This is an optimization exercise on Yosys and OpenROAD, whose aim is small area and a short achievable clock period, not a production implementation. No run shown here included a check of the RTL's function; only the layout flow was run.

$ cat flow/run.sh
#!/bin/bash
# synth_recipe.tcl (not shown) runs the flow's synth.tcl, then flattens the netlist and writes it again
# the make line also repeats each setting of config.mk as NAME=value (left out here)
make -C /OpenROAD-flow-scripts/flow DESIGN_CONFIG=/design/flow/config.mk WORK_HOME=/design/flow/orfs CLKGATE_MAP_FILE= SYNTH_SCRIPT=/design/flow/synth_recipe.tcl finish
$ cat flow/config.mk
export PLATFORM = sky130hd
export DESIGN_NAME = multconst_pipe
export DESIGN_NICKNAME = multconst_pipe
export VERILOG_FILES = /design/flow/design.v
export SDC_FILE = /design/flow/constraint.sdc
export NUM_CORES = 4
export LEC_CHECK = 0
export CAP_MARGIN = 20
export CORE_MARGIN = 2
export CORE_UTILIZATION = 45
export SETUP_SLACK_MARGIN = 2.8
export SLEW_MARGIN = 20
$ cat flow/constraint.sdc
create_clock -name core_clock -period 7.0 [get_ports {clk}]
set_input_delay 1.4000 -clock core_clock [delete_from_list [all_inputs] [get_ports {clk}]]
set_output_delay 1.4000 -clock core_clock [all_outputs]
set_load 0.01 [all_outputs]
$ cat flow/design.v
package multconst_pkg;
  localparam int MAX_W   = 64;
  localparam int VEC_MAX = 1024;
  function automatic integer res_width(input integer din, input integer cw, input integer sh);
    res_width = din + cw - sh;
  endfunction
  function automatic logic [MAX_W-1:0] lane_slice(input logic [VEC_MAX-1:0] vec,
                                                  input integer lane, input integer width);
    logic [VEC_MAX-1:0] shifted;
    logic [MAX_W-1:0]   mask;
    shifted = vec >> (lane * width);
    mask    = {MAX_W{1'b1}} >> (MAX_W - width);
    lane_slice = shifted[MAX_W-1:0] & mask;
  endfunction
  function automatic logic [VEC_MAX-1:0] lane_place(input logic [MAX_W-1:0] val,
                                                    input integer lane, input integer width);
    logic [MAX_W-1:0] mask;
    mask = {MAX_W{1'b1}} >> (MAX_W - width);
    lane_place = VEC_MAX'(val & mask) << (lane * width);
  endfunction
  function automatic logic [MAX_W-1:0] round_shift(input logic [MAX_W-1:0] p, input integer sh);
    if (sh == 0) round_shift = p;
    else         round_shift = (p + (MAX_W'(1) << (sh - 1))) >> sh;
  endfunction
endpackage
module multconst_mul (
  input  logic [15:0] a,
  input  logic [17:0] a3,
  input  logic [5:0]  s1,
  input  logic [5:0]  s2,
  input  logic [5:0]  s3,
  input  logic [5:0]  s4,
  input  logic [5:0]  neg,
  input  logic        top,
  input  logic [15:0] corr,
  output logic [33:0] p
);
  wire pp0_0 = ((s1[0] & a[0]) | (s3[0] & a3[0])) ^ neg[0];
  wire pp0_1 = ((s1[0] & a[1]) | (s2[0] & a[0]) | (s3[0] & a3[1])) ^ neg[0];
  wire pp0_2 = ((s1[0] & a[2]) | (s2[0] & a[1]) | (s3[0] & a3[2]) | (s4[0] & a[0])) ^ neg[0];
  wire pp0_3 = ((s1[0] & a[3]) | (s2[0] & a[2]) | (s3[0] & a3[3]) | (s4[0] & a[1])) ^ neg[0];
  wire pp0_4 = ((s1[0] & a[4]) | (s2[0] & a[3]) | (s3[0] & a3[4]) | (s4[0] & a[2])) ^ neg[0];
  wire pp0_5 = ((s1[0] & a[5]) | (s2[0] & a[4]) | (s3[0] & a3[5]) | (s4[0] & a[3])) ^ neg[0];
  wire pp0_6 = ((s1[0] & a[6]) | (s2[0] & a[5]) | (s3[0] & a3[6]) | (s4[0] & a[4])) ^ neg[0];
  wire pp0_7 = ((s1[0] & a[7]) | (s2[0] & a[6]) | (s3[0] & a3[7]) | (s4[0] & a[5])) ^ neg[0];
  wire pp0_8 = ((s1[0] & a[8]) | (s2[0] & a[7]) | (s3[0] & a3[8]) | (s4[0] & a[6])) ^ neg[0];
  wire pp0_9 = ((s1[0] & a[9]) | (s2[0] & a[8]) | (s3[0] & a3[9]) | (s4[0] & a[7])) ^ neg[0];
  wire pp0_10 = ((s1[0] & a[10]) | (s2[0] & a[9]) | (s3[0] & a3[10]) | (s4[0] & a[8])) ^ neg[0];
  wire pp0_11 = ((s1[0] & a[11]) | (s2[0] & a[10]) | (s3[0] & a3[11]) | (s4[0] & a[9])) ^ neg[0];
  wire pp0_12 = ((s1[0] & a[12]) | (s2[0] & a[11]) | (s3[0] & a3[12]) | (s4[0] & a[10])) ^ neg[0];
  wire pp0_13 = ((s1[0] & a[13]) | (s2[0] & a[12]) | (s3[0] & a3[13]) | (s4[0] & a[11])) ^ neg[0];
  wire pp0_14 = ((s1[0] & a[14]) | (s2[0] & a[13]) | (s3[0] & a3[14]) | (s4[0] & a[12])) ^ neg[0];
  wire pp0_15 = ((s1[0] & a[15]) | (s2[0] & a[14]) | (s3[0] & a3[15]) | (s4[0] & a[13])) ^ neg[0];
  wire pp0_16 = ((s2[0] & a[15]) | (s3[0] & a3[16]) | (s4[0] & a[14])) ^ neg[0];
  wire pp0_17 = ((s3[0] & a3[17]) | (s4[0] & a[15])) ^ neg[0];
  wire pp1_0 = ((s1[1] & a[0]) | (s3[1] & a3[0])) ^ neg[1];
  wire pp1_1 = ((s1[1] & a[1]) | (s2[1] & a[0]) | (s3[1] & a3[1])) ^ neg[1];
  wire pp1_2 = ((s1[1] & a[2]) | (s2[1] & a[1]) | (s3[1] & a3[2]) | (s4[1] & a[0])) ^ neg[1];
  wire pp1_3 = ((s1[1] & a[3]) | (s2[1] & a[2]) | (s3[1] & a3[3]) | (s4[1] & a[1])) ^ neg[1];
  wire pp1_4 = ((s1[1] & a[4]) | (s2[1] & a[3]) | (s3[1] & a3[4]) | (s4[1] & a[2])) ^ neg[1];
  wire pp1_5 = ((s1[1] & a[5]) | (s2[1] & a[4]) | (s3[1] & a3[5]) | (s4[1] & a[3])) ^ neg[1];
  wire pp1_6 = ((s1[1] & a[6]) | (s2[1] & a[5]) | (s3[1] & a3[6]) | (s4[1] & a[4])) ^ neg[1];
  wire pp1_7 = ((s1[1] & a[7]) | (s2[1] & a[6]) | (s3[1] & a3[7]) | (s4[1] & a[5])) ^ neg[1];
  wire pp1_8 = ((s1[1] & a[8]) | (s2[1] & a[7]) | (s3[1] & a3[8]) | (s4[1] & a[6])) ^ neg[1];
  wire pp1_9 = ((s1[1] & a[9]) | (s2[1] & a[8]) | (s3[1] & a3[9]) | (s4[1] & a[7])) ^ neg[1];
  wire pp1_10 = ((s1[1] & a[10]) | (s2[1] & a[9]) | (s3[1] & a3[10]) | (s4[1] & a[8])) ^ neg[1];
  wire pp1_11 = ((s1[1] & a[11]) | (s2[1] & a[10]) | (s3[1] & a3[11]) | (s4[1] & a[9])) ^ neg[1];
  wire pp1_12 = ((s1[1] & a[12]) | (s2[1] & a[11]) | (s3[1] & a3[12]) | (s4[1] & a[10])) ^ neg[1];
  wire pp1_13 = ((s1[1] & a[13]) | (s2[1] & a[12]) | (s3[1] & a3[13]) | (s4[1] & a[11])) ^ neg[1];
  wire pp1_14 = ((s1[1] & a[14]) | (s2[1] & a[13]) | (s3[1] & a3[14]) | (s4[1] & a[12])) ^ neg[1];
  wire pp1_15 = ((s1[1] & a[15]) | (s2[1] & a[14]) | (s3[1] & a3[15]) | (s4[1] & a[13])) ^ neg[1];
  wire pp1_16 = ((s2[1] & a[15]) | (s3[1] & a3[16]) | (s4[1] & a[14])) ^ neg[1];
  wire pp1_17 = ((s3[1] & a3[17]) | (s4[1] & a[15])) ^ neg[1];
  wire pp2_0 = ((s1[2] & a[0]) | (s3[2] & a3[0])) ^ neg[2];
  wire pp2_1 = ((s1[2] & a[1]) | (s2[2] & a[0]) | (s3[2] & a3[1])) ^ neg[2];
  wire pp2_2 = ((s1[2] & a[2]) | (s2[2] & a[1]) | (s3[2] & a3[2]) | (s4[2] & a[0])) ^ neg[2];
  wire pp2_3 = ((s1[2] & a[3]) | (s2[2] & a[2]) | (s3[2] & a3[3]) | (s4[2] & a[1])) ^ neg[2];
  wire pp2_4 = ((s1[2] & a[4]) | (s2[2] & a[3]) | (s3[2] & a3[4]) | (s4[2] & a[2])) ^ neg[2];
  wire pp2_5 = ((s1[2] & a[5]) | (s2[2] & a[4]) | (s3[2] & a3[5]) | (s4[2] & a[3])) ^ neg[2];
  wire pp2_6 = ((s1[2] & a[6]) | (s2[2] & a[5]) | (s3[2] & a3[6]) | (s4[2] & a[4])) ^ neg[2];
  wire pp2_7 = ((s1[2] & a[7]) | (s2[2] & a[6]) | (s3[2] & a3[7]) | (s4[2] & a[5])) ^ neg[2];
  wire pp2_8 = ((s1[2] & a[8]) | (s2[2] & a[7]) | (s3[2] & a3[8]) | (s4[2] & a[6])) ^ neg[2];
  wire pp2_9 = ((s1[2] & a[9]) | (s2[2] & a[8]) | (s3[2] & a3[9]) | (s4[2] & a[7])) ^ neg[2];
  wire pp2_10 = ((s1[2] & a[10]) | (s2[2] & a[9]) | (s3[2] & a3[10]) | (s4[2] & a[8])) ^ neg[2];
  wire pp2_11 = ((s1[2] & a[11]) | (s2[2] & a[10]) | (s3[2] & a3[11]) | (s4[2] & a[9])) ^ neg[2];
  wire pp2_12 = ((s1[2] & a[12]) | (s2[2] & a[11]) | (s3[2] & a3[12]) | (s4[2] & a[10])) ^ neg[2];
  wire pp2_13 = ((s1[2] & a[13]) | (s2[2] & a[12]) | (s3[2] & a3[13]) | (s4[2] & a[11])) ^ neg[2];
  wire pp2_14 = ((s1[2] & a[14]) | (s2[2] & a[13]) | (s3[2] & a3[14]) | (s4[2] & a[12])) ^ neg[2];
  wire pp2_15 = ((s1[2] & a[15]) | (s2[2] & a[14]) | (s3[2] & a3[15]) | (s4[2] & a[13])) ^ neg[2];
  wire pp2_16 = ((s2[2] & a[15]) | (s3[2] & a3[16]) | (s4[2] & a[14])) ^ neg[2];
  wire pp2_17 = ((s3[2] & a3[17]) | (s4[2] & a[15])) ^ neg[2];
  wire pp3_0 = ((s1[3] & a[0]) | (s3[3] & a3[0])) ^ neg[3];
  wire pp3_1 = ((s1[3] & a[1]) | (s2[3] & a[0]) | (s3[3] & a3[1])) ^ neg[3];
  wire pp3_2 = ((s1[3] & a[2]) | (s2[3] & a[1]) | (s3[3] & a3[2]) | (s4[3] & a[0])) ^ neg[3];
  wire pp3_3 = ((s1[3] & a[3]) | (s2[3] & a[2]) | (s3[3] & a3[3]) | (s4[3] & a[1])) ^ neg[3];
  wire pp3_4 = ((s1[3] & a[4]) | (s2[3] & a[3]) | (s3[3] & a3[4]) | (s4[3] & a[2])) ^ neg[3];
  wire pp3_5 = ((s1[3] & a[5]) | (s2[3] & a[4]) | (s3[3] & a3[5]) | (s4[3] & a[3])) ^ neg[3];
  wire pp3_6 = ((s1[3] & a[6]) | (s2[3] & a[5]) | (s3[3] & a3[6]) | (s4[3] & a[4])) ^ neg[3];
  wire pp3_7 = ((s1[3] & a[7]) | (s2[3] & a[6]) | (s3[3] & a3[7]) | (s4[3] & a[5])) ^ neg[3];
  wire pp3_8 = ((s1[3] & a[8]) | (s2[3] & a[7]) | (s3[3] & a3[8]) | (s4[3] & a[6])) ^ neg[3];
  wire pp3_9 = ((s1[3] & a[9]) | (s2[3] & a[8]) | (s3[3] & a3[9]) | (s4[3] & a[7])) ^ neg[3];
  wire pp3_10 = ((s1[3] & a[10]) | (s2[3] & a[9]) | (s3[3] & a3[10]) | (s4[3] & a[8])) ^ neg[3];
  wire pp3_11 = ((s1[3] & a[11]) | (s2[3] & a[10]) | (s3[3] & a3[11]) | (s4[3] & a[9])) ^ neg[3];
  wire pp3_12 = ((s1[3] & a[12]) | (s2[3] & a[11]) | (s3[3] & a3[12]) | (s4[3] & a[10])) ^ neg[3];
  wire pp3_13 = ((s1[3] & a[13]) | (s2[3] & a[12]) | (s3[3] & a3[13]) | (s4[3] & a[11])) ^ neg[3];
  wire pp3_14 = ((s1[3] & a[14]) | (s2[3] & a[13]) | (s3[3] & a3[14]) | (s4[3] & a[12])) ^ neg[3];
  wire pp3_15 = ((s1[3] & a[15]) | (s2[3] & a[14]) | (s3[3] & a3[15]) | (s4[3] & a[13])) ^ neg[3];
  wire pp3_16 = ((s2[3] & a[15]) | (s3[3] & a3[16]) | (s4[3] & a[14])) ^ neg[3];
  wire pp3_17 = ((s3[3] & a3[17]) | (s4[3] & a[15])) ^ neg[3];
  wire pp4_0 = ((s1[4] & a[0]) | (s3[4] & a3[0])) ^ neg[4];
  wire pp4_1 = ((s1[4] & a[1]) | (s2[4] & a[0]) | (s3[4] & a3[1])) ^ neg[4];
  wire pp4_2 = ((s1[4] & a[2]) | (s2[4] & a[1]) | (s3[4] & a3[2]) | (s4[4] & a[0])) ^ neg[4];
  wire pp4_3 = ((s1[4] & a[3]) | (s2[4] & a[2]) | (s3[4] & a3[3]) | (s4[4] & a[1])) ^ neg[4];
  wire pp4_4 = ((s1[4] & a[4]) | (s2[4] & a[3]) | (s3[4] & a3[4]) | (s4[4] & a[2])) ^ neg[4];
  wire pp4_5 = ((s1[4] & a[5]) | (s2[4] & a[4]) | (s3[4] & a3[5]) | (s4[4] & a[3])) ^ neg[4];
  wire pp4_6 = ((s1[4] & a[6]) | (s2[4] & a[5]) | (s3[4] & a3[6]) | (s4[4] & a[4])) ^ neg[4];
  wire pp4_7 = ((s1[4] & a[7]) | (s2[4] & a[6]) | (s3[4] & a3[7]) | (s4[4] & a[5])) ^ neg[4];
  wire pp4_8 = ((s1[4] & a[8]) | (s2[4] & a[7]) | (s3[4] & a3[8]) | (s4[4] & a[6])) ^ neg[4];
  wire pp4_9 = ((s1[4] & a[9]) | (s2[4] & a[8]) | (s3[4] & a3[9]) | (s4[4] & a[7])) ^ neg[4];
  wire pp4_10 = ((s1[4] & a[10]) | (s2[4] & a[9]) | (s3[4] & a3[10]) | (s4[4] & a[8])) ^ neg[4];
  wire pp4_11 = ((s1[4] & a[11]) | (s2[4] & a[10]) | (s3[4] & a3[11]) | (s4[4] & a[9])) ^ neg[4];
  wire pp4_12 = ((s1[4] & a[12]) | (s2[4] & a[11]) | (s3[4] & a3[12]) | (s4[4] & a[10])) ^ neg[4];
  wire pp4_13 = ((s1[4] & a[13]) | (s2[4] & a[12]) | (s3[4] & a3[13]) | (s4[4] & a[11])) ^ neg[4];
  wire pp4_14 = ((s1[4] & a[14]) | (s2[4] & a[13]) | (s3[4] & a3[14]) | (s4[4] & a[12])) ^ neg[4];
  wire pp4_15 = ((s1[4] & a[15]) | (s2[4] & a[14]) | (s3[4] & a3[15]) | (s4[4] & a[13])) ^ neg[4];
  wire pp4_16 = ((s2[4] & a[15]) | (s3[4] & a3[16]) | (s4[4] & a[14])) ^ neg[4];
  wire pp4_17 = ((s3[4] & a3[17]) | (s4[4] & a[15])) ^ neg[4];
  wire pp5_0 = ((s1[5] & a[0]) | (s3[5] & a3[0])) ^ neg[5];
  wire pp5_1 = ((s1[5] & a[1]) | (s2[5] & a[0]) | (s3[5] & a3[1])) ^ neg[5];
  wire pp5_2 = ((s1[5] & a[2]) | (s2[5] & a[1]) | (s3[5] & a3[2]) | (s4[5] & a[0])) ^ neg[5];
  wire pp5_3 = ((s1[5] & a[3]) | (s2[5] & a[2]) | (s3[5] & a3[3]) | (s4[5] & a[1])) ^ neg[5];
  wire pp5_4 = ((s1[5] & a[4]) | (s2[5] & a[3]) | (s3[5] & a3[4]) | (s4[5] & a[2])) ^ neg[5];
  wire pp5_5 = ((s1[5] & a[5]) | (s2[5] & a[4]) | (s3[5] & a3[5]) | (s4[5] & a[3])) ^ neg[5];
  wire pp5_6 = ((s1[5] & a[6]) | (s2[5] & a[5]) | (s3[5] & a3[6]) | (s4[5] & a[4])) ^ neg[5];
  wire pp5_7 = ((s1[5] & a[7]) | (s2[5] & a[6]) | (s3[5] & a3[7]) | (s4[5] & a[5])) ^ neg[5];
  wire pp5_8 = ((s1[5] & a[8]) | (s2[5] & a[7]) | (s3[5] & a3[8]) | (s4[5] & a[6])) ^ neg[5];
  wire pp5_9 = ((s1[5] & a[9]) | (s2[5] & a[8]) | (s3[5] & a3[9]) | (s4[5] & a[7])) ^ neg[5];
  wire pp5_10 = ((s1[5] & a[10]) | (s2[5] & a[9]) | (s3[5] & a3[10]) | (s4[5] & a[8])) ^ neg[5];
  wire pp5_11 = ((s1[5] & a[11]) | (s2[5] & a[10]) | (s3[5] & a3[11]) | (s4[5] & a[9])) ^ neg[5];
  wire pp5_12 = ((s1[5] & a[12]) | (s2[5] & a[11]) | (s3[5] & a3[12]) | (s4[5] & a[10])) ^ neg[5];
  wire pp5_13 = ((s1[5] & a[13]) | (s2[5] & a[12]) | (s3[5] & a3[13]) | (s4[5] & a[11])) ^ neg[5];
  wire pp5_14 = ((s1[5] & a[14]) | (s2[5] & a[13]) | (s3[5] & a3[14]) | (s4[5] & a[12])) ^ neg[5];
  wire pp5_15 = ((s1[5] & a[15]) | (s2[5] & a[14]) | (s3[5] & a3[15]) | (s4[5] & a[13])) ^ neg[5];
  wire pp5_16 = ((s2[5] & a[15]) | (s3[5] & a3[16]) | (s4[5] & a[14])) ^ neg[5];
  wire pp5_17 = ((s3[5] & a3[17]) | (s4[5] & a[15])) ^ neg[5];
  wire pp6_0 = top & a[0];
  wire pp6_1 = top & a[1];
  wire pp6_2 = top & a[2];
  wire pp6_3 = top & a[3];
  wire pp6_4 = top & a[4];
  wire pp6_5 = top & a[5];
  wire pp6_6 = top & a[6];
  wire pp6_7 = top & a[7];
  wire pp6_8 = top & a[8];
  wire pp6_9 = top & a[9];
  wire pp6_10 = top & a[10];
  wire pp6_11 = top & a[11];
  wire pp6_12 = top & a[12];
  wire pp6_13 = top & a[13];
  wire pp6_14 = top & a[14];
  wire pp6_15 = top & a[15];
  wire ts0 = neg[1] ^ pp0_3;
  wire tc0 = neg[1] & pp0_3;
  wire ts1 = pp0_4 ^ pp1_1;
  wire tc1 = pp0_4 & pp1_1;
  wire ts2 = pp0_5 ^ pp1_2;
  wire tc2 = pp0_5 & pp1_2;
  wire ts3 = neg[2] ^ pp0_6 ^ pp1_3;
  wire tc3 = (neg[2] & pp0_6) | (neg[2] & pp1_3) | (pp0_6 & pp1_3);
  wire ts4 = pp2_0 ^ tc2;
  wire tc4 = pp2_0 & tc2;
  wire ts5 = pp0_7 ^ pp1_4 ^ pp2_1;
  wire tc5 = (pp0_7 & pp1_4) | (pp0_7 & pp2_1) | (pp1_4 & pp2_1);
  wire ts6 = tc4 ^ tc3;
  wire tc6 = tc4 & tc3;
  wire ts7 = pp0_8 ^ pp1_5 ^ pp2_2;
  wire tc7 = (pp0_8 & pp1_5) | (pp0_8 & pp2_2) | (pp1_5 & pp2_2);
  wire ts8 = tc5 ^ ts7;
  wire tc8 = tc5 & ts7;
  wire ts9 = neg[3] ^ pp0_9 ^ pp1_6;
  wire tc9 = (neg[3] & pp0_9) | (neg[3] & pp1_6) | (pp0_9 & pp1_6);
  wire ts10 = pp2_3 ^ pp3_0 ^ tc7;
  wire tc10 = (pp2_3 & pp3_0) | (pp2_3 & tc7) | (pp3_0 & tc7);
  wire ts11 = ts9 ^ tc8;
  wire tc11 = ts9 & tc8;
  wire ts12 = pp0_10 ^ pp1_7 ^ pp2_4;
  wire tc12 = (pp0_10 & pp1_7) | (pp0_10 & pp2_4) | (pp1_7 & pp2_4);
  wire ts13 = pp3_1 ^ tc9 ^ ts12;
  wire tc13 = (pp3_1 & tc9) | (pp3_1 & ts12) | (tc9 & ts12);
  wire ts14 = tc10 ^ tc11;
  wire tc14 = tc10 & tc11;
  wire ts15 = pp0_11 ^ pp1_8 ^ pp2_5;
  wire tc15 = (pp0_11 & pp1_8) | (pp0_11 & pp2_5) | (pp1_8 & pp2_5);
  wire ts16 = pp3_2 ^ tc12 ^ ts15;
  wire tc16 = (pp3_2 & tc12) | (pp3_2 & ts15) | (tc12 & ts15);
  wire ts17 = tc13 ^ ts16;
  wire tc17 = tc13 & ts16;
  wire ts18 = neg[4] ^ pp0_12 ^ pp1_9;
  wire tc18 = (neg[4] & pp0_12) | (neg[4] & pp1_9) | (pp0_12 & pp1_9);
  wire ts19 = pp2_6 ^ pp3_3 ^ pp4_0;
  wire tc19 = (pp2_6 & pp3_3) | (pp2_6 & pp4_0) | (pp3_3 & pp4_0);
  wire ts20 = tc15 ^ ts18 ^ ts19;
  wire tc20 = (tc15 & ts18) | (tc15 & ts19) | (ts18 & ts19);
  wire ts21 = tc16 ^ ts20;
  wire tc21 = tc16 & ts20;
  wire ts22 = pp0_13 ^ pp1_10 ^ pp2_7;
  wire tc22 = (pp0_13 & pp1_10) | (pp0_13 & pp2_7) | (pp1_10 & pp2_7);
  wire ts23 = pp3_4 ^ pp4_1 ^ tc18;
  wire tc23 = (pp3_4 & pp4_1) | (pp3_4 & tc18) | (pp4_1 & tc18);
  wire ts24 = tc19 ^ ts22 ^ tc20;
  wire tc24 = (tc19 & ts22) | (tc19 & tc20) | (ts22 & tc20);
  wire ts25 = ts23 ^ tc21;
  wire tc25 = ts23 & tc21;
  wire ts26 = pp0_14 ^ pp1_11 ^ pp2_8;
  wire tc26 = (pp0_14 & pp1_11) | (pp0_14 & pp2_8) | (pp1_11 & pp2_8);
  wire ts27 = pp3_5 ^ pp4_2 ^ tc22;
  wire tc27 = (pp3_5 & pp4_2) | (pp3_5 & tc22) | (pp4_2 & tc22);
  wire ts28 = ts26 ^ tc23 ^ ts27;
  wire tc28 = (ts26 & tc23) | (ts26 & ts27) | (tc23 & ts27);
  wire ts29 = tc24 ^ tc25;
  wire tc29 = tc24 & tc25;
  wire ts30 = neg[5] ^ pp0_15 ^ pp1_12;
  wire tc30 = (neg[5] & pp0_15) | (neg[5] & pp1_12) | (pp0_15 & pp1_12);
  wire ts31 = pp2_9 ^ pp3_6 ^ pp4_3;
  wire tc31 = (pp2_9 & pp3_6) | (pp2_9 & pp4_3) | (pp3_6 & pp4_3);
  wire ts32 = pp5_0 ^ tc26 ^ ts30;
  wire tc32 = (pp5_0 & tc26) | (pp5_0 & ts30) | (tc26 & ts30);
  wire ts33 = ts31 ^ tc27 ^ ts32;
  wire tc33 = (ts31 & tc27) | (ts31 & ts32) | (tc27 & ts32);
  wire ts34 = tc28 ^ ts33;
  wire tc34 = tc28 & ts33;
  wire ts35 = pp0_16 ^ pp1_13 ^ pp2_10;
  wire tc35 = (pp0_16 & pp1_13) | (pp0_16 & pp2_10) | (pp1_13 & pp2_10);
  wire ts36 = pp3_7 ^ pp4_4 ^ pp5_1;
  wire tc36 = (pp3_7 & pp4_4) | (pp3_7 & pp5_1) | (pp4_4 & pp5_1);
  wire ts37 = tc30 ^ tc31 ^ ts35;
  wire tc37 = (tc30 & tc31) | (tc30 & ts35) | (tc31 & ts35);
  wire ts38 = ts36 ^ tc32 ^ ts37;
  wire tc38 = (ts36 & tc32) | (ts36 & ts37) | (tc32 & ts37);
  wire ts39 = tc33 ^ ts38;
  wire tc39 = tc33 & ts38;
  wire ts40 = pp0_17 ^ pp1_14 ^ pp2_11;
  wire tc40 = (pp0_17 & pp1_14) | (pp0_17 & pp2_11) | (pp1_14 & pp2_11);
  wire ts41 = pp3_8 ^ pp4_5 ^ pp5_2;
  wire tc41 = (pp3_8 & pp4_5) | (pp3_8 & pp5_2) | (pp4_5 & pp5_2);
  wire ts42 = tc35 ^ tc36 ^ ts40;
  wire tc42 = (tc35 & tc36) | (tc35 & ts40) | (tc36 & ts40);
  wire ts43 = ts41 ^ tc37 ^ ts42;
  wire tc43 = (ts41 & tc37) | (ts41 & ts42) | (tc37 & ts42);
  wire ts44 = tc38 ^ ts43;
  wire tc44 = tc38 & ts43;
  wire ts45 = corr[0] ^ pp6_0 ^ pp1_15;
  wire tc45 = (corr[0] & pp6_0) | (corr[0] & pp1_15) | (pp6_0 & pp1_15);
  wire ts46 = pp2_12 ^ pp3_9 ^ pp4_6;
  wire tc46 = (pp2_12 & pp3_9) | (pp2_12 & pp4_6) | (pp3_9 & pp4_6);
  wire ts47 = pp5_3 ^ tc40 ^ tc41;
  wire tc47 = (pp5_3 & tc40) | (pp5_3 & tc41) | (tc40 & tc41);
  wire ts48 = ts45 ^ ts46 ^ tc42;
  wire tc48 = (ts45 & ts46) | (ts45 & tc42) | (ts46 & tc42);
  wire ts49 = ts47 ^ tc43 ^ ts48;
  wire tc49 = (ts47 & tc43) | (ts47 & ts48) | (tc43 & ts48);
  wire ts50 = corr[1] ^ pp6_1 ^ pp1_16;
  wire tc50 = (corr[1] & pp6_1) | (corr[1] & pp1_16) | (pp6_1 & pp1_16);
  wire ts51 = pp2_13 ^ pp3_10 ^ pp4_7;
  wire tc51 = (pp2_13 & pp3_10) | (pp2_13 & pp4_7) | (pp3_10 & pp4_7);
  wire ts52 = pp5_4 ^ tc45 ^ tc46;
  wire tc52 = (pp5_4 & tc45) | (pp5_4 & tc46) | (tc45 & tc46);
  wire ts53 = ts50 ^ ts51 ^ tc47;
  wire tc53 = (ts50 & ts51) | (ts50 & tc47) | (ts51 & tc47);
  wire ts54 = ts52 ^ tc48 ^ ts53;
  wire tc54 = (ts52 & tc48) | (ts52 & ts53) | (tc48 & ts53);
  wire ts55 = corr[2] ^ pp6_2 ^ pp1_17;
  wire tc55 = (corr[2] & pp6_2) | (corr[2] & pp1_17) | (pp6_2 & pp1_17);
  wire ts56 = pp2_14 ^ pp3_11 ^ pp4_8;
  wire tc56 = (pp2_14 & pp3_11) | (pp2_14 & pp4_8) | (pp3_11 & pp4_8);
  wire ts57 = pp5_5 ^ tc50 ^ tc51;
  wire tc57 = (pp5_5 & tc50) | (pp5_5 & tc51) | (tc50 & tc51);
  wire ts58 = ts55 ^ ts56 ^ tc52;
  wire tc58 = (ts55 & ts56) | (ts55 & tc52) | (ts56 & tc52);
  wire ts59 = ts57 ^ tc53 ^ ts58;
  wire tc59 = (ts57 & tc53) | (ts57 & ts58) | (tc53 & ts58);
  wire ts60 = corr[3] ^ pp6_3 ^ pp2_15;
  wire tc60 = (corr[3] & pp6_3) | (corr[3] & pp2_15) | (pp6_3 & pp2_15);
  wire ts61 = pp3_12 ^ pp4_9 ^ pp5_6;
  wire tc61 = (pp3_12 & pp4_9) | (pp3_12 & pp5_6) | (pp4_9 & pp5_6);
  wire ts62 = tc55 ^ tc56 ^ ts60;
  wire tc62 = (tc55 & tc56) | (tc55 & ts60) | (tc56 & ts60);
  wire ts63 = ts61 ^ tc57 ^ ts62;
  wire tc63 = (ts61 & tc57) | (ts61 & ts62) | (tc57 & ts62);
  wire ts64 = tc58 ^ ts63;
  wire tc64 = tc58 & ts63;
  wire ts65 = corr[4] ^ pp6_4 ^ pp2_16;
  wire tc65 = (corr[4] & pp6_4) | (corr[4] & pp2_16) | (pp6_4 & pp2_16);
  wire ts66 = pp3_13 ^ pp4_10 ^ pp5_7;
  wire tc66 = (pp3_13 & pp4_10) | (pp3_13 & pp5_7) | (pp4_10 & pp5_7);
  wire ts67 = tc60 ^ tc61 ^ ts65;
  wire tc67 = (tc60 & tc61) | (tc60 & ts65) | (tc61 & ts65);
  wire ts68 = ts66 ^ tc62 ^ ts67;
  wire tc68 = (ts66 & tc62) | (ts66 & ts67) | (tc62 & ts67);
  wire ts69 = tc63 ^ ts68;
  wire tc69 = tc63 & ts68;
  wire ts70 = corr[5] ^ pp6_5 ^ pp2_17;
  wire tc70 = (corr[5] & pp6_5) | (corr[5] & pp2_17) | (pp6_5 & pp2_17);
  wire ts71 = pp3_14 ^ pp4_11 ^ pp5_8;
  wire tc71 = (pp3_14 & pp4_11) | (pp3_14 & pp5_8) | (pp4_11 & pp5_8);
  wire ts72 = tc65 ^ tc66 ^ ts70;
  wire tc72 = (tc65 & tc66) | (tc65 & ts70) | (tc66 & ts70);
  wire ts73 = ts71 ^ tc67 ^ ts72;
  wire tc73 = (ts71 & tc67) | (ts71 & ts72) | (tc67 & ts72);
  wire ts74 = tc68 ^ ts73;
  wire tc74 = tc68 & ts73;
  wire ts75 = corr[6] ^ pp6_6 ^ pp3_15;
  wire tc75 = (corr[6] & pp6_6) | (corr[6] & pp3_15) | (pp6_6 & pp3_15);
  wire ts76 = pp4_12 ^ pp5_9 ^ tc70;
  wire tc76 = (pp4_12 & pp5_9) | (pp4_12 & tc70) | (pp5_9 & tc70);
  wire ts77 = tc71 ^ ts75 ^ tc72;
  wire tc77 = (tc71 & ts75) | (tc71 & tc72) | (ts75 & tc72);
  wire ts78 = ts76 ^ tc73 ^ ts77;
  wire tc78 = (ts76 & tc73) | (ts76 & ts77) | (tc73 & ts77);
  wire ts79 = corr[7] ^ pp6_7 ^ pp3_16;
  wire tc79 = (corr[7] & pp6_7) | (corr[7] & pp3_16) | (pp6_7 & pp3_16);
  wire ts80 = pp4_13 ^ pp5_10 ^ tc75;
  wire tc80 = (pp4_13 & pp5_10) | (pp4_13 & tc75) | (pp5_10 & tc75);
  wire ts81 = ts79 ^ tc76 ^ ts80;
  wire tc81 = (ts79 & tc76) | (ts79 & ts80) | (tc76 & ts80);
  wire ts82 = tc77 ^ ts81;
  wire tc82 = tc77 & ts81;
  wire ts83 = corr[8] ^ pp6_8 ^ pp3_17;
  wire tc83 = (corr[8] & pp6_8) | (corr[8] & pp3_17) | (pp6_8 & pp3_17);
  wire ts84 = pp4_14 ^ pp5_11 ^ tc79;
  wire tc84 = (pp4_14 & pp5_11) | (pp4_14 & tc79) | (pp5_11 & tc79);
  wire ts85 = ts83 ^ tc80 ^ ts84;
  wire tc85 = (ts83 & tc80) | (ts83 & ts84) | (tc80 & ts84);
  wire ts86 = tc81 ^ ts85;
  wire tc86 = tc81 & ts85;
  wire ts87 = corr[9] ^ pp6_9 ^ pp4_15;
  wire tc87 = (corr[9] & pp6_9) | (corr[9] & pp4_15) | (pp6_9 & pp4_15);
  wire ts88 = pp5_12 ^ tc83 ^ ts87;
  wire tc88 = (pp5_12 & tc83) | (pp5_12 & ts87) | (tc83 & ts87);
  wire ts89 = tc84 ^ ts88 ^ tc85;
  wire tc89 = (tc84 & ts88) | (tc84 & tc85) | (ts88 & tc85);
  wire ts90 = corr[10] ^ pp6_10 ^ pp4_16;
  wire tc90 = (corr[10] & pp6_10) | (corr[10] & pp4_16) | (pp6_10 & pp4_16);
  wire ts91 = pp5_13 ^ tc87 ^ ts90;
  wire tc91 = (pp5_13 & tc87) | (pp5_13 & ts90) | (tc87 & ts90);
  wire ts92 = tc88 ^ ts91;
  wire tc92 = tc88 & ts91;
  wire ts93 = corr[11] ^ pp6_11 ^ pp4_17;
  wire tc93 = (corr[11] & pp6_11) | (corr[11] & pp4_17) | (pp6_11 & pp4_17);
  wire ts94 = pp5_14 ^ tc90 ^ ts93;
  wire tc94 = (pp5_14 & tc90) | (pp5_14 & ts93) | (tc90 & ts93);
  wire ts95 = tc91 ^ ts94;
  wire tc95 = tc91 & ts94;
  wire ts96 = corr[12] ^ pp6_12 ^ pp5_15;
  wire tc96 = (corr[12] & pp6_12) | (corr[12] & pp5_15) | (pp6_12 & pp5_15);
  wire ts97 = tc93 ^ ts96 ^ tc94;
  wire tc97 = (tc93 & ts96) | (tc93 & tc94) | (ts96 & tc94);
  wire ts98 = corr[13] ^ pp6_13 ^ pp5_16;
  wire tc98 = (corr[13] & pp6_13) | (corr[13] & pp5_16) | (pp6_13 & pp5_16);
  wire ts99 = tc96 ^ ts98;
  wire tc99 = tc96 & ts98;
  wire ts100 = corr[14] ^ pp6_14 ^ pp5_17;
  wire tc100 = (corr[14] & pp6_14) | (corr[14] & pp5_17) | (pp6_14 & pp5_17);
  wire ts101 = tc98 ^ ts100;
  wire tc101 = tc98 & ts100;
  wire ts102 = corr[15] ^ pp6_15 ^ tc100;
  wire [33:0] row0 = {tc101, tc99, tc97, tc95, tc92, tc89, tc86, tc82, tc78, tc74, tc69, tc64, tc59, tc54, tc49, tc44, tc39, tc34, tc29, ts28, ts24, tc17, tc14, ts13, ts10, tc6, ts5, ts3, tc1, tc0, pp1_0, pp0_2, pp0_1, pp0_0};
  wire [33:0] row1 = {ts102, ts101, ts99, ts97, ts95, ts92, ts89, ts86, ts82, ts78, ts74, ts69, ts64, ts59, ts54, ts49, ts44, ts39, ts34, ts29, ts25, ts21, ts17, ts14, ts11, ts8, ts6, ts4, ts2, ts1, ts0, 1'b0, 1'b0, neg[0]};
  assign p = row0 + row1;
endmodule
module multconst_pipe #(
  parameter int DATA_IN_WIDTH = 16,
  parameter int CONST_WIDTH   = 18,
  parameter int CONST_DEFAULT = 78125,
  parameter int LANES         = 4,
  parameter int STAGES        = 2,
  parameter int SHIFT         = 0,
  localparam int RES_WIDTH    = DATA_IN_WIDTH + CONST_WIDTH - SHIFT
) (
  input  logic                           clk,
  input  logic                           reset_n,
  input  logic                           const_load,
  input  logic [CONST_WIDTH-1:0]         const_in,
  input  logic                           in_valid,
  output logic                           in_ready,
  input  logic [LANES*DATA_IN_WIDTH-1:0] op_a,
  output logic                           out_valid,
  input  logic                           out_ready,
  output logic [LANES*RES_WIDTH-1:0]     result,
  output logic                           busy
);
  localparam int ND = 6;                    
  localparam int AW = DATA_IN_WIDTH;
  localparam int A3W = DATA_IN_WIDTH + 2;   
  logic [CONST_WIDTH-1:0]  k;
  logic                    v0, v1;
  logic                    adv0, adv1;
  logic [LANES*AW-1:0]     a0;
  logic [LANES*A3W-1:0]    a30;
  logic [ND-1:0]           s10, s20, s30, s40, neg0;
  logic                    top0;
  logic [15:0]             corr0;
  logic [LANES*RES_WIDTH-1:0] r1;
  logic [LANES*RES_WIDTH-1:0] prod;
  assign adv1 = !v1 || out_ready;
  assign adv0 = !v0 || adv1;
  always_ff @(posedge clk or negedge reset_n) begin
    if (!reset_n)        k <= CONST_WIDTH'(CONST_DEFAULT);
    else if (const_load) k <= const_in;
  end
  always_ff @(posedge clk or negedge reset_n) begin
    if (!reset_n) begin
      v0 <= 1'b0;
      v1 <= 1'b0;
    end else begin
      if (adv0) v0 <= in_valid;
      if (adv1) v1 <= v0;
    end
  end
  logic [ND-1:0] s1_k, s2_k, s3_k, s4_k, neg_k;
  logic [15:0]   nsum;
  always_comb begin
    logic [CONST_WIDTH+1:0] kx;
    kx = {2'b00, k};
    nsum = '0;
    for (int j = 0; j < ND; j++) begin
      logic [3:0] w;
      w = {kx[3*j+2], kx[3*j+1], kx[3*j], (j == 0) ? 1'b0 : kx[3*j-1]};
      s1_k[j]  = (w == 4'b0001) || (w == 4'b0010) || (w == 4'b1101) || (w == 4'b1110);
      s2_k[j]  = (w == 4'b0011) || (w == 4'b0100) || (w == 4'b1011) || (w == 4'b1100);
      s3_k[j]  = (w == 4'b0101) || (w == 4'b0110) || (w == 4'b1001) || (w == 4'b1010);
      s4_k[j]  = (w == 4'b0111) || (w == 4'b1000);
      neg_k[j] = w[3] && (w[2:0] != 3'b111);
      nsum[3*j] = neg_k[j];
    end
  end
  always_ff @(posedge clk) begin
    if (adv0 && in_valid) begin
      for (int i = 0; i < LANES; i++) begin
        a0[i*AW +: AW]    <= op_a[i*AW +: AW];
        a30[i*A3W +: A3W] <= {1'b0, op_a[i*AW +: AW], 1'b0} + A3W'(op_a[i*AW +: AW]);
      end
      s10   <= s1_k;
      s20   <= s2_k;
      s30   <= s3_k;
      s40   <= s4_k;
      neg0  <= neg_k;
      top0  <= k[CONST_WIDTH-1];
      corr0 <= -nsum;
    end
  end
  for (genvar i = 0; i < LANES; i++) begin : g_lane
    multconst_mul u_mul (
      .a    (a0[i*AW +: AW]),
      .a3   (a30[i*A3W +: A3W]),
      .s1   (s10),
      .s2   (s20),
      .s3   (s30),
      .s4   (s40),
      .neg  (neg0),
      .top  (top0),
      .corr (corr0),
      .p    (prod[i*RES_WIDTH +: RES_WIDTH])
    );
  end
  always_ff @(posedge clk or negedge reset_n) begin
    if (!reset_n)         r1 <= '0;
    else if (adv1 && v0)  r1 <= prod;
  end
  assign in_ready  = reset_n && adv0;
  assign out_valid = v1;
  assign result    = r1;
  assign busy      = v0 || v1;
endmodule
==> results.py, run 1 <==
metrics = {
    "synthesis": {
        "synthMuxAreaShare_pct": 0.563,
        "synth_top_family_by_area": "compound AO/OA/AOI/OAI gates",
        "ys_seq_area_share_pct": 21.9,
        "async_reset_ff_share_pct": 47.1,
        "synthFlopType": "edfxtp_1",
        "synthCells": 4453,
        "synth_fa_ha_area_share_pct": 23.9,
        "synthSimpleGateAreaFrac_pct": 7.52,
        "synth-edff-count": 175,
        "synth_area_mm2": 0.0418,
        "ys_warn_count": 1,
        "avgSynthCellArea_um2": 9.38,
        "ys_types": 89,
        "synth_seq_cells": 331,
        "synth_nets": 5149,
        "synth-xor-area-share_pct": 12.9,
        "synth_compound_area_share_pct": 25.7,
    },
    "placed_design": {
        "dp_cells": 5625,
        "place.gp.congestion": 0.956,
        "dp_hpwl_um": 111000,
        "place.port_buffers": 225,
        "placed_cell_area_mm2": 0.0460,
    },
    "grt": {
        "antenna_found_initial": 2,
        "grt.total_usage_pct": 32.4,
        "grt_max_degree": 157,
        "gr-total-overflow": 0,
        "grt_pass1_wl_um": 235000,
        "grt_pass1_vias": 36300,
    },
    "routing": {
        "drc": 0,
        "wirelength_um": 161000,
        "antenna_left": 0,
        "dr.pass1.iters": 11,
        "wl_per_cell_um": 26.5,
        "drt_iter0_markers": 6374,
        "via_per_inst": 6.36,
        "vias": 38600,
    },
    "finish": {
        "drive_above_1_share_pct": 24.9,
        "fin_area_mm2": 0.0540,
        "syn2layout_area_growth_pct": 29.3,
        "ff_latch_area_mm2": 0.00917,
        "instances_no_fill": 6079,
        "finalNetCount": 5503,
        "diodes": 0,
        "multi_input_area_mm2": 0.0332,
        "utilization_pct": 58.9,
        "fill_cells": 7769,
    },
    "critical_path": {
        "endpoint_kind": "register",
        "cp_cell_sequence": "buf_12 > buf_8 > a22o_1 > a221oi_2 > xnor2_2 > fa_2 > fa_1 > inv_2 > fa_2 > inv_2 > ha_4 > ha_4 > nand2_4 > nor4b_4 > o21a_1 > a211oi_4 > a21oi_2 > o21ai_2 > and2_4 > o2111a_1 > a221o_1",
        "timing.critical_path.to": "r1[101]",
        "cp.required_ps": 7480,
        "worstSetupPathType": "register to register",
        "start_kind": "register",
        "crit_path_max_fanout": 7,
        "r2r-end": "r1[101]",
        "worstPathArrival_ps": 5870,
        "critPathLaunch": "s30[1]",
        "r2r_start": "s30[1]",
        "cpPeakStageDelay_ps": 590,
        "critPathSlowestCell": "fa_2",
        "ff2ff_setup_slack_ps": 1610,
        "r2r_cells": 21,
    },
    "clocking": {
        "clk_pin_slew_worst_paths_ps": 60,
        "clock-root-buffer": "clkbuf_16",
        "cts_hold_buf": 0,
        "clk_path_buf_depth": 3,
        "cts_buffers": 38,
        "cts.sinks": 331,
        "cts_tree": "yes",
        "htree_levels": 2,
        "clock_latency_ps": 620,
    },
    "floorplan": {
        "io_pins": 226,
        "fp.dieW_um": 309,
        "dieArea_mm2": 0.0953,
        "die_h_um": 309,
        "rows": 111,
        "start_util_pct": 45.5,
        "core-area_mm2": 0.0918,
    },
    "sta": {
        "setup_violations": 0,
        "maxSlewViolCount": 0,
        "fmax_mhz": 186,
        "grt_setup_unrepaired": "true",
        "hold_viol": 0,
        "setup_tns_ps": 0,
        "min_period_ps": 5390,
        "relSlewSlack_pct": 25.4,
        "skew_ps": 47.7,
        "tightestPinTransition_ps": 1120,
        "fin_crit_sh_pct": 76.9,
    },
    "status": {
        "status": "finished clean",
    },
    "worst_hold_path": {
        "hp-class": "register to register",
        "hold_depth": 2,
    },
    "job": {
        "drv_cap": 0,
    },
}
sequential cells by signal, summed over array words and instances (netlist names):
register / cells
s40: 6
neg0: 5
a0: 60
r1: 136
s20: 6
top0: 1
s30: 6
a30: 72
v0: 1
k: 18
v1: 1
s10: 6
corr0: 13
cells in the final DEF (no fill, tap or decap), types with 25 or more instances in the layout:
cell type / count
a21o_1: 79
xnor2_2: 31
clkdlybuf4s50_1: 224
o21ai_1: 69
edfxtp_1: 175
xnor2_1: 333
inv_2: 41
buf_6: 55
ha_1: 186
and2_1: 35
dfrtp_1: 148
a22oi_1: 30
buf_4: 376
xor2_1: 238
a21oi_1: 86
inv_1: 366
a22o_1: 335
nand3_1: 45
buf_12: 62
nand2_1: 263
nor2_1: 83
fa_2: 60
o21ai_0: 137
a221oi_2: 125
a221oi_1: 210
fa_1: 256
ha_4: 82
ha_2: 25
a222oi_1: 48
clkbuf_16: 43
a21oi_2: 33
worst max-delay path: cells and delay by family, from the launching register on:
kind	cells	cell delay, ps
AO/OA/AOI/OAI	8	1460
XOR/XNOR	1	170
adder cells (fa/ha/maj)	5	2100
buffers and inverters	4	450
flip-flops	1	520
AND/OR/NAND/NOR	3	520
kinds of logic (layout without fill, tap and decap cells):
kind of cell,after synthesis,count (layout)
AO/OA/AOI/OAI,1400,1400
XOR/XNOR,613,613
adder cells (fa/ha/maj),609,609
buffers and inverters,828,1211
flip-flops,331,331
multiplexers,21,21
AND/OR/NAND/NOR,651,651
stage by stage:
stage          setup slack, ps  hold slack (ps)
2_1_floorplan             1900              485
3_3_place_gp              1060              461
3_5_place_dp              1020              464
4_1_cts                   1630              479
5_1_grt                   1440              502
6_report                  1610              471
worst min-delay path by stage:
stage / startpoint / slack (ps) / end
6_report: r1[1] / 470 / r1[1]
5_1_grt: r1[34] / 500 / r1[34]
3_3_place_gp: r1[115] / 460 / r1[115]
3_5_place_dp: r1[77] / 460 / r1[77]
2_1_floorplan: v0 / 480 / v1
4_1_cts: r1[77] / 480 / r1[77]
cells in the mapped netlist, types with 48 or more instances:
library cell,instances,area [um^2]
buf_1,106,398
a222oi_1,48,480
a21o_1,81,608
o21ai_0,231,1160
xnor2_1,367,3210
nand3_1,52,260
a221oi_1,337,2950
xor2_1,246,2150
ha_1,293,3670
clkbuf_1,298,1120
nand2_1,280,1050
edfxtp_1,175,5260
a21oi_1,138,691
dfrtp_1,148,3700
inv_1,408,1530
nor2_1,93,349
fa_1,316,6330
a22o_1,335,2930
per-layer routing:
metal / global-route usage [%] / up-vias / wire, um
met3: 11.7 / 441 / 22400
met4: 10.5 / 4 / 6760
met5: 0.202 / - / 23
met2: 40.1 / 2544 / 58800
li1: - / 16900 / -
met1: 50.5 / 18700 / 72900
area by class of cell:
type                    instances  area share, %
inverters                     409           2.86
well taps                    1243           2.88
clock inverters                16          0.387
multi-input cells            3294           61.5
repair buffers                733           13.4
clock buffers                  53           1.96
flip-flops and latches        331           17.0
repair_timing:
| action | 4_1_cts | 5_1_grt |
|---|---|---|
| resized for setup | 420 | 291 |
| setup buffers | 288 | 89 |
| setup endpoints to repair | 102 | 95 |
| cloned | 4 | 4 |
| pin swaps | 226 | 224 |
==> run 2: changes to the inputs <==
--- a/flow/design.v
+++ b/flow/design.v
@@ -35,3 +35,5 @@
   input  logic [15:0] corr,
-  output logic [33:0] p
+  output logic [33:0] s,
+  output logic [2:0] g,
+  output logic [2:0] pr
 );
@@ -368,3 +370,9 @@
   wire [33:0] row1 = {ts102, ts101, ts99, ts97, ts95, ts92, ts89, ts86, ts82, ts78, ts74, ts69, ts64, ts59, ts54, ts49, ts44, ts39, ts34, ts29, ts25, ts21, ts17, ts14, ts11, ts8, ts6, ts4, ts2, ts1, ts0, 1'b0, 1'b0, neg[0]};
-  assign p = row0 + row1;
+  assign {g[0], s[7:0]} = {1'b0, row0[7:0]} + {1'b0, row1[7:0]};
+  assign pr[0] = &(row0[7:0] ^ row1[7:0]);
+  assign {g[1], s[15:8]} = {1'b0, row0[15:8]} + {1'b0, row1[15:8]};
+  assign pr[1] = &(row0[15:8] ^ row1[15:8]);
+  assign {g[2], s[23:16]} = {1'b0, row0[23:16]} + {1'b0, row1[23:16]};
+  assign pr[2] = &(row0[23:16] ^ row1[23:16]);
+  assign s[33:24] = row0[33:24] + row1[33:24];
 endmodule
@@ -402,4 +410,5 @@
   logic [15:0]             corr0;
-  logic [LANES*RES_WIDTH-1:0] r1;
-  logic [LANES*RES_WIDTH-1:0] prod;
+  logic [LANES*RES_WIDTH-1:0] s1r, sum;
+  logic [LANES*3-1:0]         g1r, gen;
+  logic [LANES*2-1:0]         p1r, prop;
   assign adv1 = !v1 || out_ready;
@@ -452,2 +461,3 @@
   for (genvar i = 0; i < LANES; i++) begin : g_lane
+    logic [2:0] pr_full;
     multconst_mul u_mul (
@@ -462,8 +472,31 @@
       .corr (corr0),
-      .p    (prod[i*RES_WIDTH +: RES_WIDTH])
+      .s    (sum[i*RES_WIDTH +: RES_WIDTH]),
+      .g    (gen[i*3 +: 3]),
+      .pr   (pr_full)
     );
+    assign prop[i*2 +: 2] = pr_full[2:1];
   end
   always_ff @(posedge clk or negedge reset_n) begin
-    if (!reset_n)         r1 <= '0;
-    else if (adv1 && v0)  r1 <= prod;
+    if (!reset_n) begin
+      s1r <= '0;
+      g1r <= '0;
+      p1r <= '0;
+    end else if (adv1 && v0) begin
+      s1r <= sum;
+      g1r <= gen;
+      p1r <= prop;
+    end
+  end
+  for (genvar i = 0; i < LANES; i++) begin : g_out
+    logic [RES_WIDTH-1:0] sl;
+    logic [2:0] g, c;
+    logic [1:0] p;
+    assign sl = s1r[i*RES_WIDTH +: RES_WIDTH];
+    assign g  = g1r[i*3 +: 3];
+    assign p  = p1r[i*2 +: 2];
+    assign c[0] = g[0];
+    assign c[1] = g[1] | (p[0] & g[0]);
+    assign c[2] = g[2] | (p[1] & g[1]) | (p[1] & p[0] & g[0]);
+    assign result[i*RES_WIDTH +: RES_WIDTH] = {sl[33:24] + 10'(c[2]), sl[23:16] + 8'(c[1]),
+                                               sl[15:8] + 8'(c[0]), sl[7:0]};
   end
@@ -471,3 +504,2 @@
   assign out_valid = v1;
-  assign result    = r1;
   assign busy      = v0 || v1;
--- a/flow/config.mk
+++ b/flow/config.mk
@@ -10,3 +10,2 @@
 export CORE_UTILIZATION = 45
-export SETUP_SLACK_MARGIN = 2.8
 export SLEW_MARGIN = 20
==> run 2 against run 1 <==
Compared with the run above: still clean; non-clock buffer count is 399 lower; clock skew is 28 ps lower; first-iteration DRC count decreased by 15%; area after synthesis increased by 3.1%; worst hold slack about the same; final area decreased by 12%; maximum frequency fell by 5.9%; highest routed layer unchanged.
==> results.py, run 2 <==
metrics = {
    "status": {
        "status": "finished clean",
    },
    "routing": {
        "wl_per_cell_um": 25.1,
        "via_per_inst": 6.27,
        "antenna_left": 0,
        "drt_iter0_markers": 5435,
        "dr.pass1.iters": 12,
        "vias": 35900,
        "drc": 0,
        "wirelength_um": 144000,
    },
    "synthesis": {
        "synth-xor-area-share_pct": 13.3,
        "ys_warn_count": 1,
        "synth_top_family_by_area": "adder cells",
        "synth_top_area_share_pct": 15.2,
        "synth_fa_ha_area_share_pct": 24.4,
        "ys_top_cells_by_count": "xnor2_1 (411), inv_1 (381), a221oi_1 (335)",
        "synthCells": 4510,
        "async_reset_ff_share_pct": 50.1,
        "synthFlopType": "edfxtp_1",
        "synth-edff-count": 175,
        "synth.most_common_cell": "xnor2_1",
        "ys_seq_area_share_pct": 22.4,
        "synth_area_mm2": 0.0431,
        "synth_seq_cells": 351,
        "synthMuxAreaShare_pct": 0.726,
        "synth.area.top_cells": "fa_1 (15%), edfxtp_1 (12%), dfrtp_1 (9.8%), ha_1 (9.2%), xnor2_1 (8.4%)",
        "synthSimpleGateAreaFrac_pct": 8.37,
        "synth_nets": 5242,
        "synth_compound_area_share_pct": 23.1,
        "yosys.area.top_type": "fa_1",
        "ys_types": 72,
        "avgSynthCellArea_um2": 9.55,
    },
    "critical_path": {
        "cpPeakStageDelay_ps": 810,
        "endpoint_kind": "register",
        "worstPathArrival_ps": 6160,
        "cp_num_buf_inv": 5,
        "critPathSlowestCell": "edfxtp_1",
        "crit_path_max_fanout": 24,
        "cp_cell_sequence": "buf_4 > buf_4 > a222oi_1 > xnor2_1 > fa_1 > inv_1 > fa_1 > inv_1 > fa_1 > inv_1 > ha_1 > ha_1 > fa_1 > a21o_1 > a21oi_1 > o21ai_0 > a21oi_1 > xor2_1 > o21ai_0",
        "critPathTopFamily": "adder cells",
        "worstSetupPathType": "register to register",
        "cpMostUsedCell": "fa_1",
        "start_kind": "register",
        "cp.required_ps": 7440,
    },
    "sta": {
        "fin_crit_sh_pct": 81.8,
        "setup_violations": 0,
        "skew_ps": 19.8,
        "tightestPinTransition_ps": 1120,
        "min_period_ps": 5720,
        "setup_tns_ps": 0,
        "fmax_mhz": 175,
        "relSlewSlack_pct": 25.1,
        "maxSlewViolCount": 0,
        "grt_setup_unrepaired": "false",
        "hold_viol": 0,
    },
    "finish": {
        "fill_cells": 8848,
        "layout_common_cells": "xnor2_1 (411), inv_1 (381), a221oi_1 (335)",
        "ff_latch_area_mm2": 0.00967,
        "layout_commonest_cell": "xnor2_1",
        "syn2layout_area_growth_pct": 10.0,
        "largest-register": "s1r",
        "multi_input_area_mm2": 0.0301,
        "drive_above_1_share_pct": 5.21,
        "largest_reg_flops": 136,
        "reg_top3": "s1r x136, a30 x72, a0 x60",
        "instances_no_fill": 5736,
        "finalNetCount": 5172,
    },
    "clocking": {
        "htree_levels": 2,
        "cts_buffers": 40,
        "cts_hold_buf": 0,
        "clock-root-buffer": "clkbuf_16",
        "cts_tree": "yes",
        "post_cts.repair.setup_buffers": 0,
        "clk_pin_slew_worst_paths_ps": 60,
        "cts.sinks": 351,
        "cts_resized": 0,
        "clk_path_buf_depth": 3,
        "clock_latency_ps": 600,
    },
    "floorplan": {
        "die_h_um": 313,
        "rows": 113,
        "start_util_pct": 45.4,
        "io_pins": 226,
        "dieArea_mm2": 0.0982,
        "fp.dieW_um": 313,
        "core-area_mm2": 0.0950,
    },
    "job": {
        "drv_cap": 0,
    },
    "grt": {
        "gr-total-overflow": 0,
        "antenna_found_initial": 1,
        "grt_max_degree": 204,
        "grt_pass1_wl_um": 218000,
        "grt.total_usage_pct": 28.7,
        "grt_pass1_vias": 34100,
    },
    "placed_design": {
        "dp_hpwl_um": 109000,
        "place.port_buffers": 225,
        "place.gp.congestion": 0.958,
        "dp_cells": 5663,
    },
    "worst_hold_path": {
        "hp-class": "register to register",
    },
}
[run 2: routing by layer]
metal	wire [um]	global-route usage, %	up-vias
li1	-	-	16200
met4	3790	6.83	2
met2	53400	36.6	2175
met3	18800	9.22	283
met1	67900	45.5	17300
met5	13	0	-
[run 2: kinds of logic (layout without fill, tap and decap cells)]
family,after synthesis,after routing
xor+xnor,653,653
simple gates,721,721
fa+ha+maj,645,645
buf+inv,828,788
other cells,0,1
compound gates,1283,1283
mux,29,29
flops,351,351
[run 2: tightest hold or removal path: cells and delay by family, from the launching register on]
family	cells	cell delay [ps]
simple gates	2	100
flops	1	340
[run 2: final timing paths]
kind                               from       end  slack [ps]  cells past startpoint
worst min-delay path            g1r[11]   g1r[11]         470                      2
worst max-delay path             s30[0]  s1r[124]        1280                     19
worst max register to register   s30[0]  s1r[124]        1280                     19
worst min register to register  g1r[11]   g1r[11]         470                      2
max in group asynchronous       reset_n  s1r[114]        4470                      3
min in group asynchronous       reset_n      k[4]         720                      1
[run 2: layout make-up]
class | count | area share [%]
Sequential cell | 351 | 20.4
Clock buffer | 51 | 2.37
Multi-Input combinational cell | 3331 | 63.6
Inverter | 382 | 3.03
Tap cell | 1265 | 3.34
Timing Repair Buffer | 334 | 6.81
Clock inverter | 21 | 0.467
Antenna cell | 1 | 0.00528
[run 2: metrics by stage]
| stage | utilization (%) | area [um^2] | hold WS, ps | setup WS [ps] |
|---|---|---|---|---|
| floorplan | - | 43100 | 441 | 913 |
| global placement | 48.5 | 46000 | 451 | 1440 |
| detailed placement | 48.5 | 46000 | 464 | 1350 |
| CTS | 49.9 | 47400 | 477 | 1340 |
| global route | 49.9 | 47400 | 508 | 1020 |
| finish | 49.9 | 47400 | 471 | 1280 |
==> run 3: changes to the inputs <==
==> flow/flow/run.sh (new file) <==
#!/bin/bash
# The standard layout, except that the ports are buffered with buf_2 cells
# instead of the delay-buffer cells buffer_ports picks by default.
set -euo pipefail
bash standard.sh "BUFFER_PORTS_ARGS=-buffer_cell sky130_fd_sc_hd__buf_2" finish > standard.log 2>&1
==> flow/standard.sh (new file) <==
#!/bin/bash
# synth_recipe.tcl (not shown) runs the flow's synth.tcl, then flattens the netlist and writes it again
# the make line also repeats each setting of config.mk as NAME=value (left out here)
make -C /OpenROAD-flow-scripts/flow DESIGN_CONFIG=/design/flow/config.mk WORK_HOME=/design/flow/orfs CLKGATE_MAP_FILE= SYNTH_SCRIPT=/design/flow/synth_recipe.tcl "${@:-finish}"
removed: flow/run.sh
==> run 3 against run 2 <==
Compared with the run above: still clean; flip-flop and latch count did not move; clock-buffer cell count shrank 2; critical path type unchanged; largest cell class unchanged.
==> results.py, run 3 <==
metrics = {
    "synthesis": {
        "synth_top_family_by_area": "adder cells",
        "synth.most_common_cell": "xnor2_1",
        "synth_top_area_share_pct": 15.2,
        "synth.area.top_cells": "fa_1 (15%), edfxtp_1 (12%), dfrtp_1 (9.8%), ha_1 (9.2%), xnor2_1 (8.4%)",
        "synth_fa_ha_area_share_pct": 24.4,
        "ys_warn_count": 1,
        "synth_compound_area_share_pct": 23.1,
        "avgSynthCellArea_um2": 9.55,
        "synthCells": 4510,
        "ys_top_cells_by_count": "xnor2_1 (411), inv_1 (381), a221oi_1 (335)",
        "yosys.area.top_type": "fa_1",
        "synth-edff-count": 175,
        "synthSimpleGateAreaFrac_pct": 8.37,
        "synth_seq_cells": 351,
        "async_reset_ff_share_pct": 50.1,
        "synthMuxAreaShare_pct": 0.726,
        "ys_seq_area_share_pct": 22.4,
        "synth-xor-area-share_pct": 13.3,
        "synth_area_mm2": 0.0431,
        "synth_nets": 5242,
        "ys_types": 72,
        "synthFlopType": "edfxtp_1",
    },
    "critical_path": {
        "ff2ff_setup_slack_ps": 1270,
        "worstPathArrival_ps": 6170,
        "cpMostUsedCell": "fa_1",
        "crit_path_max_fanout": 23,
        "cp.depth": 18,
        "r2r_start": "s40[2]",
        "r2r-end": "s1r[22]",
        "critPathTopFamily": "adder cells",
        "r2r_cells": 18,
        "endpoint_kind": "register",
        "cpPeakStageDelay_ps": 1070,
        "timing.critical_path.to": "s1r[22]",
        "cp_cell_sequence": "buf_4 > a22o_1 > a221oi_1 > xnor2_1 > fa_1 > fa_1 > inv_1 > fa_1 > inv_1 > ha_1 > ha_1 > fa_1 > a21o_1 > a21oi_1 > o21ai_0 > a21oi_1 > xor2_1 > o21ai_0",
        "start_kind": "register",
        "worstSetupPathType": "register to register",
        "cp_num_buf_inv": 3,
        "cp.required_ps": 7440,
        "critPathSlowestCell": "edfxtp_1",
        "critPathLaunch": "s40[2]",
    },
    "finish": {
        "layout_common_cells": "xnor2_1 (411), inv_1 (381), a221oi_1 (335)",
        "fill_cells": 9009,
        "multi_input_area_mm2": 0.0301,
        "finalNetCount": 5198,
        "drive_above_1_share_pct": 10.9,
        "ff_latch_area_mm2": 0.00967,
        "layout_commonest_cell": "xnor2_1",
        "syn2layout_area_growth_pct": 7.75,
        "largest-register": "s1r",
        "largest_reg_flops": 136,
        "diodes": 0,
        "reg_top3": "s1r x136, a30 x72, a0 x60",
    },
    "routing": {
        "vias": 36300,
        "wl_per_cell_um": 25.0,
        "dr.pass1.iters": 9,
        "drt_iter0_markers": 5376,
        "antenna_left": 0,
        "drc": 0,
        "wirelength_um": 144000,
        "via_per_inst": 6.30,
    },
    "clocking": {
        "clock-root-buffer": "clkbuf_16",
        "cts_hold_buf": 0,
        "clk_path_buf_depth": 3,
        "cts.sinks": 351,
        "cts_buffers": 41,
        "clk_pin_slew_worst_paths_ps": 60,
        "cts_tree": "yes",
        "htree_levels": 2,
        "clock_latency_ps": 610,
        "post_cts.repair.setup_buffers": 0,
        "cts_resized": 0,
    },
    "status": {
        "status": "finished clean",
    },
    "grt": {
        "gr-total-overflow": 0,
        "grt_pass1_vias": 34200,
        "grt.total_usage_pct": 28.7,
        "grt_max_degree": 178,
        "antenna_found_initial": 5,
        "use_met2_pct": 37.2,
        "met1_usage_pct": 45.3,
        "use_met3_pct": 8.22,
        "grt_pass1_wl_um": 219000,
        "grt_busiest_layer": "met1",
    },
    "sta": {
        "min_period_ps": 5730,
        "relSlewSlack_pct": 20.3,
        "postLayoutSetupSlackWorst_ps": 1270,
        "tightestPinTransition_ps": 1190,
        "grt_setup_unrepaired": "false",
        "fmax_mhz": 175,
        "hold_viol": 0,
        "setup_tns_ps": 0,
        "setup_violations": 0,
        "maxSlewViolCount": 0,
        "skew_ps": 27.2,
        "fin_crit_sh_pct": 81.8,
    },
    "floorplan": {
        "io_pins": 226,
        "start_util_pct": 45.4,
        "fp.dieW_um": 313,
        "rows": 113,
        "die_h_um": 313,
        "core-area_mm2": 0.0950,
        "dieArea_mm2": 0.0982,
    },
    "worst_hold_path": {
        "hp-class": "register to register",
    },
    "placed_design": {
        "dp_hpwl_um": 110000,
        "place.gp.congestion": 0.957,
        "place.port_buffers": 225,
        "place_ws_ps": 1290,
    },
    "job": {
        "drv_cap": 0,
    },
}
[run 3: cell count changes in the layout (fill, tap and decap cells not counted), moves of 2 or more]
cell,before,now
clkinvlp_4,0,4
buf_4,96,127
clkbuf_1,5,3
clkinv_1,6,2
clkdlybuf4s50_1,224,0
buf_12,12,6
inv_6,1,3
buf_2,0,224
clkinv_2,6,10
[run 3: how the worst min path moves through the flow]
stage | startpoint | end | cells past startpoint
finish | g1r[8] | g1r[8] | 2
global route | s1r[35] | s1r[35] | 2
global placement | g1r[5] | g1r[5] | 2
detailed placement | g1r[8] | g1r[8] | 2
floorplan | g1r[11] | g1r[11] | 2
CTS | g1r[8] | g1r[8] | 2
[run 3: kinds of logic (layout without fill, tap and decap cells)]
logic type      after synthesis  count (layout)
compound gates             1283            1283
buf+inv                     828             815
simple gates                721             721
xor+xnor                    653             653
fa+ha+maj                   645             645
flops                       351             351
mux                          29              29
[run 3: layer usage]
metal / wire length (um) / share of wire [%]
met5: 64 / 0.044
met2: 54900 / 38
met1: 67100 / 47
met3: 17700 / 12
met4: 4320 / 3.0
[run 3: cell type report]
class | instances | share of cell area, %
flip-flops and latches | 351 | 20.8
repair buffers | 359 | 4.82
clock inverters | 25 | 0.566
well taps | 1265 | 3.41
inverters | 382 | 3.09
multi-input cells | 3331 | 64.9
clock buffers | 49 | 2.38
[run 3: per-stage QoR]
step / hold slack (ps) / cell area [um^2] / std cells / utilization [%]
after global routing: 500 / 46400 / 5762 / 48.9
after global placement: 455 / 45000 / 5687 / 47.4
after CTS: 472 / 46400 / 5761 / 48.8
after floorplan: 441 / 43100 / 4510 / -
after detailed placement: 460 / 45000 / 5687 / 47.4
final: 472 / 46400 / 5762 / 48.9
[run 3: tightest hold or removal path: stages, from the launching register on]
cell and delay [ps]:
dfrtp_1 340, nand2_1 60, nand2_1 50

port drivers added, routing unchanged:
The flow's constraints put no driver on any port. The routed layouts listed below were extracted and timed again, unchanged, in two steps.
Step 1, drivers: a clkbuf_16 drives clk and a buf_2 each remaining input, both assumed.
Step 2 also shifts input and output timing later by t, the mid clock arrival at the registers, as if the neighbouring blocks saw the same clock.
Three values: no drivers, after step 1, after step 2; two values: the first two.
run	t (ns)	setup slack, ns	worst hold slack (ns)
run 1	0.670	1.614 / 1.614 / 1.614	0.471 / 0.471 / 0.471
run 2	0.655	1.276 / 1.276 / 1.276	0.471 / 0.471 / 0.471
run 3	0.665	1.273 / 1.273 / 1.273	0.472 / 0.472 / 0.472
After both steps setup and hold are still met in every run listed.
